Source: an optimization exercise on an open RTL-to-GDS flow (aim: small area and few clock cycles per item). Production flows keep margins and buffers that such runs may drop. Only simulation tests tie the RTL to the original design; equivalence was not proved. Power is estimated from default activity; no workload was simulated.

--- flow/config.mk ---
export PLATFORM = sky130hd
export DESIGN_NAME = dot_product_top
export DESIGN_NICKNAME = dot_product_top
export VERILOG_FILES = /design/flow/design.v
export SDC_FILE = /design/flow/constraint.sdc
export NUM_CORES = 4
export LEC_CHECK = 0
export CAP_MARGIN = 20
export CORE_MARGIN = 2
export CORE_UTILIZATION = 40
export SLEW_MARGIN = 20
--- flow/constraint.sdc ---
create_clock -name core_clock -period 5.0 [get_ports {clk}]
set_input_delay 1.0000 -clock core_clock [delete_from_list [all_inputs] [get_ports {clk}]]
set_output_delay 1.0000 -clock core_clock [all_outputs]
set_load 0.01 [all_outputs]
--- flow/design.v ---
package dot_ctrl_pkg;
    localparam int CFG_W    = 32;                   
    localparam int BITS_MAX = 16;                   
    typedef logic [4:0]  bit_idx_t;
    typedef logic [11:0] chunk_t;
    typedef logic [9:0]  epoch_t;
    typedef logic [7:0]  credit_t;                  
    typedef enum logic [3:0] {
        ST_IDLE,
        ST_START,
        ST_EPOCH,
        ST_EPOCH_WAIT,                              
        ST_SAMPLE,
        ST_CHECK_X,                                 
        ST_COMPUTE,
        ST_END
    } seq_state_t;
endpackage
package dot_data_pkg;
    localparam int LANE_W = 32;                     
    typedef logic signed [LANE_W-1:0] lane_t;
    localparam int GUARD_BITS = 4;
    localparam int ACC_W      = LANE_W + GUARD_BITS;
    typedef logic signed [ACC_W-1:0] acc_t;
    localparam acc_t ROUND_BIAS = acc_t'(11);       
endpackage
`timescale 1ns/1ps
module dot_config_regs #(
    parameter int LANES = 8
) (
    input  logic                           clk,
    input  logic                           rst_n,
    input  logic                           start_i,
    input  logic                           x_written_i,
    input  logic [dot_ctrl_pkg::CFG_W-1:0] num_epochs_i,
    input  logic [dot_ctrl_pkg::CFG_W-1:0] num_samples_i,
    input  logic [dot_ctrl_pkg::CFG_W-1:0] dimension_i,
    input  logic [dot_ctrl_pkg::CFG_W-1:0] num_bits_i,
    output logic                           start_o,
    output logic                           x_written_o,
    output dot_ctrl_pkg::epoch_t           num_epochs_o,
    output logic [dot_ctrl_pkg::CFG_W-1:0] num_samples_o,
    output dot_ctrl_pkg::chunk_t           last_chunk_o,
    output dot_ctrl_pkg::bit_idx_t         last_bit_o
);
    localparam int CW        = dot_ctrl_pkg::CFG_W;
    localparam int LANE_BITS = $clog2(LANES);
    logic [CW-1:0] chunk_cnt;                       
    assign chunk_cnt = (dimension_i >> LANE_BITS) + CW'(|dimension_i[LANE_BITS-1:0]);
    always_ff @(posedge clk)
    begin
        if (!rst_n)
        begin
            start_o     <= 1'b0;
            x_written_o <= 1'b0;
        end
        else
        begin
            start_o     <= start_i;                 
            x_written_o <= x_written_i;
        end
    end
    always_ff @(posedge clk)
    begin
        if (start_i)
        begin
            num_epochs_o  <= dot_ctrl_pkg::epoch_t'(num_epochs_i);
            num_samples_o <= num_samples_i;
            last_chunk_o  <= dot_ctrl_pkg::chunk_t'(chunk_cnt - 1'b1);
            last_bit_o    <= dot_ctrl_pkg::bit_idx_t'(num_bits_i - 1'b1);
        end
    end
endmodule
`timescale 1ns/1ps
module plane_fifo #(
    parameter int WIDTH      = 32,
    parameter int DEPTH_BITS = 5
) (
    input  logic                clk,
    input  logic                rst_n,
    input  logic                wr_en_i,
    input  logic [WIDTH-1:0]    wr_data_i,
    input  logic                rd_en_i,
    output logic [WIDTH-1:0]    rd_data_o,
    output logic                rd_valid_o,
    output logic                empty_o,
    output logic [DEPTH_BITS:0] count_o,
    output logic                almost_full_o
);
    localparam int DEPTH = 1 << DEPTH_BITS;
    localparam int CNT_W = DEPTH_BITS + 1;
    logic [WIDTH-1:0]      mem [DEPTH];             
    logic [DEPTH_BITS-1:0] wr_ptr;
    logic [DEPTH_BITS-1:0] rd_ptr;
    logic [CNT_W-1:0]      count_nxt;
    assign empty_o   = (count_o == '0);
    assign count_nxt = count_o + CNT_W'(wr_en_i) - CNT_W'(rd_en_i);
    always_ff @(posedge clk)
    begin
        if (wr_en_i)
            mem[wr_ptr] <= wr_data_i;
        if (rd_en_i)
            rd_data_o <= mem[rd_ptr];               
    end
    always_ff @(posedge clk)
    begin
        if (!rst_n)
        begin
            wr_ptr        <= '0;
            rd_ptr        <= '0;
            count_o       <= '0;
            rd_valid_o    <= 1'b0;
            almost_full_o <= 1'b0;
        end
        else
        begin
            if (wr_en_i)
                wr_ptr <= wr_ptr + 1'b1;
            if (rd_en_i)
                rd_ptr <= rd_ptr + 1'b1;
            count_o       <= count_nxt;
            rd_valid_o    <= rd_en_i;               
            almost_full_o <= (count_nxt >= CNT_W'(DEPTH - 4));
        end
    end
endmodule
`timescale 1ns/1ps
module sample_sequencer #(
    parameter int BANKS           = 4,
    parameter int FIFO_DEPTH_BITS = 5,
    parameter int X_ADDR_BITS     = 6
) (
    input  logic                           clk,
    input  logic                           rst_n,
    input  logic                           start_i,
    input  logic                           x_written_i,
    input  dot_ctrl_pkg::epoch_t           num_epochs_i,
    input  logic [dot_ctrl_pkg::CFG_W-1:0] num_samples_i,
    input  dot_ctrl_pkg::chunk_t           last_chunk_i,
    input  dot_ctrl_pkg::bit_idx_t         last_bit_i,
    input  dot_ctrl_pkg::credit_t          x_wr_credit_i,
    input  logic                           fifo_empty_i,
    input  logic [FIFO_DEPTH_BITS:0]       fifo_count_i,
    output logic                           fifo_rd_en_o,
    output logic                           x_rd_en_o,
    output logic [X_ADDR_BITS-1:0]         x_rd_addr_o,
    output logic                           done_o
);
    localparam int CW    = dot_ctrl_pkg::CFG_W;
    localparam int CNT_W = FIFO_DEPTH_BITS + 1;
    dot_ctrl_pkg::seq_state_t state;
    dot_ctrl_pkg::epoch_t     epoch_idx;           
    logic [CW-1:0]            sample_idx;          
    dot_ctrl_pkg::chunk_t     chunk_idx;
    dot_ctrl_pkg::bit_idx_t   bit_idx;
    dot_ctrl_pkg::credit_t    rd_credit;           
    logic                     rd_safe;
    assign rd_safe = !(fifo_empty_i || ((fifo_count_i == CNT_W'(1)) && fifo_rd_en_o));
    always_ff @(posedge clk)
    begin
        if (!rst_n)
        begin
            state        <= dot_ctrl_pkg::ST_IDLE;
            epoch_idx    <= '0;
            sample_idx   <= '0;
            chunk_idx    <= '0;
            bit_idx      <= '0;
            rd_credit    <= '0;
            fifo_rd_en_o <= 1'b0;
            x_rd_en_o    <= 1'b0;
            done_o       <= 1'b0;
        end
        else
        begin
            fifo_rd_en_o <= 1'b0;                   
            x_rd_en_o    <= 1'b0;
            case (state)
                dot_ctrl_pkg::ST_IDLE:
                begin
                    if (start_i)
                        state <= dot_ctrl_pkg::ST_START;
                end
                dot_ctrl_pkg::ST_START:
                begin
                    epoch_idx <= '0;
                    rd_credit <= '0;
                    state     <= dot_ctrl_pkg::ST_EPOCH;
                end
                dot_ctrl_pkg::ST_EPOCH:
                begin
                    sample_idx <= '0;
                    epoch_idx  <= epoch_idx + 1'b1;
                    if (epoch_idx == num_epochs_i)
                        state <= dot_ctrl_pkg::ST_END;
                    else
                        state <= dot_ctrl_pkg::ST_EPOCH_WAIT;
                end
                dot_ctrl_pkg::ST_EPOCH_WAIT:
                begin
                    if ((epoch_idx == 10'd1) || x_written_i)
                        state <= dot_ctrl_pkg::ST_SAMPLE;
                end
                dot_ctrl_pkg::ST_SAMPLE:
                begin
                    chunk_idx <= '0;
                    bit_idx   <= '0;
                    if (sample_idx == num_samples_i)
                        state <= dot_ctrl_pkg::ST_EPOCH;
                    else
                    begin
                        sample_idx <= sample_idx + CW'(BANKS);    
                        state      <= dot_ctrl_pkg::ST_CHECK_X;
                    end
                end
                dot_ctrl_pkg::ST_CHECK_X:
                begin
                    if (x_wr_credit_i != rd_credit)
                    begin
                        rd_credit <= rd_credit + 1'b1;    
                        state     <= dot_ctrl_pkg::ST_COMPUTE;
                    end
                end
                dot_ctrl_pkg::ST_COMPUTE:
                begin
                    if (rd_safe)
                    begin
                        fifo_rd_en_o <= 1'b1;
                        if (bit_idx == '0)
                        begin
                            x_rd_en_o   <= 1'b1;          
                            x_rd_addr_o <= chunk_idx[X_ADDR_BITS-1:0];
                        end
                        bit_idx <= bit_idx + 1'b1;
                        if (bit_idx == last_bit_i)
                        begin
                            bit_idx   <= '0;
                            chunk_idx <= chunk_idx + 1'b1;
                            if (chunk_idx == last_chunk_i)
                                state <= dot_ctrl_pkg::ST_SAMPLE;
                        end
                    end
                end
                dot_ctrl_pkg::ST_END:
                    done_o <= 1'b1;                 
                default:
                    state <= dot_ctrl_pkg::ST_IDLE;
            endcase
        end
    end
endmodule
`timescale 1ns/1ps
module bank_adder_tree #(
    parameter int LANES = 8
) (
    input  logic                                  clk,
    input  logic                                  rst_n,
    input  logic [LANES*dot_data_pkg::LANE_W-1:0] lanes_i,    
    input  logic [LANES-1:0]                      mask_i,
    input  logic                                  valid_i,
    output dot_data_pkg::lane_t                   sum_o,
    output logic                                  valid_o
);
    localparam int LEVELS = $clog2(LANES) + 1;      
    localparam int LW     = dot_data_pkg::LANE_W;
    logic [(2*LANES-1)*LW-1:0] node;
    logic [LEVELS-1:0]         valid_q;
    for (genvar j = 0; j < LANES; j++)
    begin : g_leaf
        always_ff @(posedge clk)
            node[(LANES-1+j)*LW +: LW] <= mask_i[j] ? lanes_i[j*LW +: LW] : '0;    
    end
    for (genvar n = 0; n < LANES-1; n++)
    begin : g_node
        always_ff @(posedge clk)
            node[n*LW +: LW] <= node[(2*n+1)*LW +: LW] + node[(2*n+2)*LW +: LW];    
    end
    always_ff @(posedge clk)
    begin
        if (!rst_n)
            valid_q <= '0;
        else
            valid_q <= {valid_q[LEVELS-2:0], valid_i};         
    end
    assign sum_o   = node[LW-1:0];
    assign valid_o = valid_q[LEVELS-1];
endmodule
`timescale 1ns/1ps
module bit_serial_accumulator #(
    parameter int BANKS = 4
) (
    input  logic                                  clk,
    input  logic                                  rst_n,
    input  logic [BANKS*dot_data_pkg::LANE_W-1:0] sums_i,     
    input  logic                                  valid_i,
    input  dot_ctrl_pkg::chunk_t                  last_chunk_i,
    input  dot_ctrl_pkg::bit_idx_t                last_bit_i,
    output logic [BANKS*dot_data_pkg::LANE_W-1:0] dot_o,
    output logic                                  dot_valid_o
);
    localparam int GB = dot_data_pkg::GUARD_BITS;
    localparam int LW = dot_data_pkg::LANE_W;
    localparam int AW = dot_data_pkg::ACC_W;
    dot_ctrl_pkg::bit_idx_t bit_idx;                
    dot_ctrl_pkg::chunk_t   chunk_idx;
    logic                   sh_valid;
    logic                   sh_first;               
    logic                   sh_last;                
    logic                   acc_done;
    always_ff @(posedge clk)
    begin
        if (!rst_n)
        begin
            bit_idx     <= '0;
            chunk_idx   <= '0;
            sh_valid    <= 1'b0;
            sh_first    <= 1'b0;
            sh_last     <= 1'b0;
            acc_done    <= 1'b0;
            dot_valid_o <= 1'b0;
        end
        else
        begin
            sh_valid    <= valid_i;
            sh_first    <= valid_i && (bit_idx == '0) && (chunk_idx == '0);
            sh_last     <= valid_i && (bit_idx == last_bit_i) && (chunk_idx == last_chunk_i);
            acc_done    <= sh_last;
            dot_valid_o <= acc_done;
            if (valid_i)
            begin
                bit_idx <= bit_idx + 1'b1;
                if (bit_idx == last_bit_i)
                begin
                    bit_idx   <= '0;
                    chunk_idx <= (chunk_idx == last_chunk_i) ? '0 : chunk_idx + 1'b1;
                end
            end
        end
    end
    for (genvar i = 0; i < BANKS; i++)
    begin : g_bank
        dot_data_pkg::acc_t shifted;
        dot_data_pkg::acc_t acc;
        always_ff @(posedge clk)
        begin
            shifted <= $signed({sums_i[i*LW +: LW], GB'(0)}) >>> (bit_idx + 1'b1);
            if (sh_valid)
                acc <= sh_first ? shifted + dot_data_pkg::ROUND_BIAS : acc + shifted;
            if (acc_done)
                dot_o[i*LW +: LW] <= acc[AW-1 -: LW];     
        end
    end
endmodule
`timescale 1ns/1ps
module dot_product_top #(
    parameter int BANKS           = 4,
    parameter int LANES           = 8,
    parameter int FIFO_DEPTH_BITS = 5,
    parameter int X_ADDR_BITS     = 6
) (
    input  logic                                  clk,
    input  logic                                  rst_n,
    input  logic                                  start_i,
    input  logic [dot_ctrl_pkg::CFG_W-1:0]        num_epochs_i,
    input  logic [dot_ctrl_pkg::CFG_W-1:0]        num_samples_i,
    input  logic [dot_ctrl_pkg::CFG_W-1:0]        dimension_i,
    input  logic [dot_ctrl_pkg::CFG_W-1:0]        num_bits_i,
    input  logic [BANKS*LANES-1:0]                a_data_i,
    input  logic                                  a_wr_en_i,
    output logic                                  a_almost_full_o,
    input  logic [7:0]                            x_wr_credit_i,
    input  logic                                  x_written_i,
    output logic                                  x_rd_en_o,
    output logic [X_ADDR_BITS-1:0]                x_rd_addr_o,
    input  logic [LANES*dot_data_pkg::LANE_W-1:0] x_rd_data_i,
    output logic [BANKS*dot_data_pkg::LANE_W-1:0] dot_o,           
    output logic                                  dot_valid_o,
    output logic                                  done_o
);
    localparam int PLANE_W = BANKS * LANES;
    localparam int LW      = dot_data_pkg::LANE_W;
    logic                           start_s;
    logic                           x_written_s;
    dot_ctrl_pkg::epoch_t           num_epochs;
    logic [dot_ctrl_pkg::CFG_W-1:0] num_samples;
    dot_ctrl_pkg::chunk_t           last_chunk;
    dot_ctrl_pkg::bit_idx_t         last_bit;
    logic                           fifo_rd_en;
    logic [PLANE_W-1:0]             fifo_rd_data;
    logic                           fifo_rd_valid;
    logic                           fifo_empty;
    logic [FIFO_DEPTH_BITS:0]       fifo_count;
    logic [PLANE_W-1:0]             plane_q;        
    logic                           plane_vld_q;
    logic                           x_rd_en_d;      
    logic [LANES*LW-1:0]            x_word_q;       
    logic [BANKS*LW-1:0]            tree_sum;
    logic [BANKS-1:0]               tree_valid;
    dot_config_regs #(.LANES(LANES)) i_dot_config_regs (
        .clk, .rst_n, .start_i, .x_written_i,
        .num_epochs_i, .num_samples_i, .dimension_i, .num_bits_i,
        .start_o       (start_s),
        .x_written_o   (x_written_s),
        .num_epochs_o  (num_epochs),
        .num_samples_o (num_samples),
        .last_chunk_o  (last_chunk),
        .last_bit_o    (last_bit)
    );
    plane_fifo #(.WIDTH(PLANE_W), .DEPTH_BITS(FIFO_DEPTH_BITS)) i_plane_fifo (
        .clk, .rst_n,
        .wr_en_i       (a_wr_en_i),
        .wr_data_i     (a_data_i),
        .rd_en_i       (fifo_rd_en),
        .rd_data_o     (fifo_rd_data),
        .rd_valid_o    (fifo_rd_valid),
        .empty_o       (fifo_empty),
        .count_o       (fifo_count),
        .almost_full_o (a_almost_full_o)
    );
    sample_sequencer #(
        .BANKS(BANKS), .FIFO_DEPTH_BITS(FIFO_DEPTH_BITS), .X_ADDR_BITS(X_ADDR_BITS)
    ) i_sample_sequencer (
        .clk, .rst_n,
        .start_i       (start_s),
        .x_written_i   (x_written_s),
        .num_epochs_i  (num_epochs),
        .num_samples_i (num_samples),
        .last_chunk_i  (last_chunk),
        .last_bit_i    (last_bit),
        .x_wr_credit_i,
        .fifo_empty_i  (fifo_empty),
        .fifo_count_i  (fifo_count),
        .fifo_rd_en_o  (fifo_rd_en),
        .x_rd_en_o, .x_rd_addr_o, .done_o
    );
    always_ff @(posedge clk)
    begin
        if (!rst_n)
        begin
            plane_vld_q <= 1'b0;
            x_rd_en_d   <= 1'b0;
        end
        else
        begin
            plane_vld_q <= fifo_rd_valid;
            x_rd_en_d   <= x_rd_en_o;
        end
    end
    always_ff @(posedge clk)
    begin
        plane_q <= fifo_rd_data;
        if (x_rd_en_d)
            x_word_q <= x_rd_data_i;
    end
    for (genvar b = 0; b < BANKS; b++)
    begin : g_bank
        bank_adder_tree #(.LANES(LANES)) i_bank_adder_tree (
            .clk, .rst_n,
            .lanes_i (x_word_q),
            .mask_i  (plane_q[b*LANES +: LANES]),    
            .valid_i (plane_vld_q),
            .sum_o   (tree_sum[b*LW +: LW]),
            .valid_o (tree_valid[b])
        );
    end
    bit_serial_accumulator #(.BANKS(BANKS)) i_bit_serial_accumulator (
        .clk, .rst_n,
        .sums_i       (tree_sum),
        .valid_i      (&tree_valid),                
        .last_chunk_i (last_chunk),
        .last_bit_i   (last_bit),
        .dot_o, .dot_valid_o
    );
endmodule
--- flow/run.sh ---
#!/bin/bash
# synth_recipe.tcl (not shown) runs the flow's synth.tcl, then flattens the netlist and writes it again
# the make line also repeats each setting of config.mk as NAME=value (left out here)
make -C /OpenROAD-flow-scripts/flow DESIGN_CONFIG=/design/flow/config.mk WORK_HOME=/design/flow/orfs CLKGATE_MAP_FILE= SYNTH_SCRIPT=/design/flow/synth_recipe.tcl finish
==> run summary <==
- Max FO, Critical Path: 25
- Antenna violations before repair: 39
- Worst Path Required: about 5700 ps
- Sw Share: 0.240
- Most frequent cells in the layout: dfxtp_1, edfxtp_1, and2_1
- HP Class: flop to flop
- Clock buffer depth: 4
- Final Setup Violations: 0
- GRT Total Usage: 0.213
- Setup TNS: 0 ps
- Post-cts hold buffer count: 0
- Int Power: approximately 55000 µW
- Pwr Density: between 300 and 400 nW/µm²
- Die area: between 400000 and 500000 µm²
- CTS tree: yes
- Vias per inst: between 5 and 6
- Number of buffers created by CTS: 410
- PostCTS Resize Cnt: 0
- Filler Cell Count: about 38000
- Yosys warns: 6
- Critical path class: flop to flop
- Die X: approximately 650 µm
- CP Launch Type: flop
- Antenna viol nets, final: 0
- Combinational Power Share: 0.086
- Vias in the first global route: roughly 100k
- Clk latency of the worst-skew pair: 1000 ps
- Number of buffers added on ports: 500
- Clk slew on worst S/H paths: roughly 60 ps
- Initial Utilization: 0.402
- Routed WL: 464000 µm
- Multi-input logic area: roughly 70000 µm²
- Via count: around 110k
- Initial DRC count: approximately 8100
- Core Area: around 420000 µm²
- Sequential cell area: ~94000 µm²
- Mapped Area: about 170000 µm²
- # DRC: 0
- VDD IR-drop max: roughly 0.32 mV
- Switch Pwr: approximately 17000 µW
- Netlist cell types: 90
- Post-synth net total: approximately 15000
- Worst hold slack: approximately 330 ps
- Largest net degree at the start of global routing: 144
- Register-to-Register Setup Slack: roughly 800 ps
- Clk_skew: 76.1 ps
- Fraction of registers with async set/reset: 0
- Syn Area/Cell: approximately 12 µm²
- Status: finished clean
- Fmax: ~240 MHz
- Seq/Total Area, Yosys: 0.561
- Rows: 237
- Crit share post-route: 0.840
- Wire per inst: about 23 µm
- Top FF cell, synth: dfxtp_1
- Clock share of power: 0.432
- Tmin final: approximately 4200 ps
- Hpwl dp: between 300000 and 400000 µm
- Htree depth: 5
- Arr. time, crit path: 4910 ps
- Least-Margin Pin Slew: 1090 ps
- Rel. slew slack: 0.274
- Max-slew violation count: 0
- Leak pwr: approximately 0.076 µW
- Clock sinks: a little under 4000
- Max Cap Viol: 0
- Sequential share of power: 0.482
- Cells after Synth: 13800
- Gpl congestion: between 0.9 and 1
- Top Ports: around 570
- Synthesis-to-finish area growth: 15.6%
- EDFF count, synth: ~1600
- Hold Vio Cnt, Final: 0
- Commonest non-fill, non-tap cell in the layout: dfxtp_1
- Layout cell share with drive strength beyond 1: 0.0937
- Synth Register Bits: between 3000 and 4000
- Crit end category: flop
- 1st-pass router iterations: 5
- Die Y-Extent: about 650 µm
- # Post-CTS Setup Buffers: 0
- First-pass GRT wire length: 675000 µm
- RSZ-0062 raised after global routing: no
- Root Driver: clkbuf_16
- Post-layout net count: ~16000
- Total grt overflow: 0
-- flip-flops by register name (all words and copies together) (netlist names), 5 cells and up --
name                                     flops
g_bank.i_bank_adder_tree.node             1920
i_bit_serial_accumulator.bit_idx             5
i_bit_serial_accumulator.chunk_idx          12
i_bit_serial_accumulator.dot_o             128
i_bit_serial_accumulator.g_bank.acc        144
i_bit_serial_accumulator.g_bank.shifted    144
i_dot_config_regs.last_bit_o                 5
i_dot_config_regs.last_chunk_o              12
i_dot_config_regs.num_epochs_o              10
i_dot_config_regs.num_samples_o             32
i_plane_fifo.count_o                         6
i_plane_fifo.mem                          1024
i_plane_fifo.rd_data_o                      32
i_plane_fifo.rd_ptr                          5
i_plane_fifo.wr_ptr                          5
i_sample_sequencer.bit_idx                   5
i_sample_sequencer.chunk_idx                12
i_sample_sequencer.epoch_idx                10
i_sample_sequencer.rd_credit                 8
i_sample_sequencer.sample_idx               30
i_sample_sequencer.x_rd_addr_o               6
plane_q                                     32
x_word_q                                   256
-- power by group through the flow --
stage | clock network, µW | logic (µW) | registers, µW
2_1_floorplan | 0 | 4440 | 34900
3_3_place_gp | 0 | 6150 | 35500
3_5_place_dp | 0 | 6170 | 35500
4_1_cts | 31900 | 6210 | 34800
5_1_grt | 33100 | 6940 | 34900
6_report | 31200 | 6240 | 34800
-- layout make-up --
class	count	share of cell area
Timing Repair Buffer	626	0.0329
Tap cell	5497	0.0356
Multi-Input combinational cell	9311	0.369
Clock inverter	223	0.0131
Clock buffer	537	0.0589
Inverter	265	0.00514
Sequential cell	3864	0.486
Antenna cell	21	0.000272
-- critical path: stages (launching register included) --
cell,delay (ps)
dfxtp_4,550
buf_4,260
or2_2,130
ha_1,160
inv_1,60
fa_1,430
nor2b_1,120
o21ai_0,110
a21oi_1,280
o221a_2,270
a21boi_0,140
o31ai_1,540
a221oi_1,200
nor2_1,320
a211o_1,180
a21oi_1,70
xnor2_1,120
-- Yosys cell counts, types with 26 or more instances --
master,number,area share
xnor2_1,714,0.037
nand4_1,96,0.0036
o211ai_1,72,0.0032
ha_1,1035,0.077
buf_1,57,0.0013
and3_1,86,0.0032
inv_1,263,0.0059
o21a_1,174,0.0078
o21ai_0,618,0.018
xor2_1,375,0.020
nor2_1,741,0.017
nand2_1,678,0.015
edfxtp_1,1649,0.30
nor2b_1,278,0.010
a211oi_1,82,0.0037
nand2b_1,159,0.0059
mux2_2,80,0.0054
mux4_2,356,0.048
a21oi_1,951,0.028
nor4_1,33,0.0012
and2_1,1102,0.041
a31o_2,26,0.0014
clkbuf_1,321,0.0072
dfxtp_1,2215,0.27
a31oi_1,73,0.0027
o31ai_1,38,0.0017
or3_1,35,0.0013
a21o_1,461,0.021
nand3_1,189,0.0057
or2_2,38,0.0014
fa_1,33,0.0039
mux2i_1,111,0.0066
nor3_1,138,0.0041
a21boi_0,31,0.0014
o21bai_1,144,0.0065
-- logic make-up after synthesis --
kind of cell,synth area share
buffers and inverters,0.0145
adders and majority gates,0.0814
xor gates and xnor gates,0.0570
and+or+nand+nor,0.113
muxes,0.0600
DFF,0.561
AOI/OAI and AO/OA,0.113
-- through the flow --
| stage | cells | area, µm² | setup slack, ps | util | power (µW) |
|---|---|---|---|---|---|
| 2_1_floorplan | 13800 | 167000 | 770 | - | 39400 |
| 3_3_place_gp | 19600 | 179000 | 654 | 0.431 | 41600 |
| 3_5_place_dp | 19600 | 179000 | 658 | 0.431 | 41700 |
| 4_1_cts | 20300 | 193000 | 820 | 0.464 | 72900 |
| 5_1_grt | 20300 | 193000 | 398 | 0.464 | 74900 |
| 6_report | 20300 | 193000 | 800 | 0.464 | 72200 |
-- per-layer routing --
layer / vias up / GRT usage / part of all wire
met3: 699 / 0.0259 / 0.050
met5: - / 0 / 0.00017
met1: 51500 / 0.288 / 0.44
li1: 51500 / - / -
met2: 2884 / 0.349 / 0.46
met4: 12 / 0.0829 / 0.044
-- worst paths after layout --
check                                                        from                                         end  depth (start not counted)
worst max-delay path            i_bit_serial_accumulator.sh_first  i_bit_serial_accumulator.g_bank[3].acc[34]                         16
worst min-delay path                   i_plane_fifo.rd_data_o[15]                                 plane_q[15]                          0
worst max register to register  i_bit_serial_accumulator.sh_first  i_bit_serial_accumulator.g_bank[3].acc[34]                         16
worst min register to register         i_plane_fifo.rd_data_o[15]                                 plane_q[15]                          0
Testbench counts, summed over its fixed seeds: cycles 20,366, planes 17,153.

==> afterwards: timing with drivers on the ports <==
In the flow no input, the clock included, has a driving cell. The finished layout below was timed again as built, in two steps. Step 1 assumes that a clkbuf_16 drives the clock port and a buf_2 every other input. Step 2 times the ports against the registers' clock, not the clock port: input delays grow and output delays shrink by t, the midpoint of the rising clock arrivals with the driver on. Three values: ideal, step 1, step 2; two values: the first two.
t (ns): 1.099
slack for setup (ns): 0.800 / 0.800 / 0.662
worst slew at a driven data input, ns: 0.20
pins driven straight from the clock port: 1
After both steps setup and hold are still met in this run. The setup slack of this run moves by 0.000 ns with the drivers and by -0.138 ns with both steps.
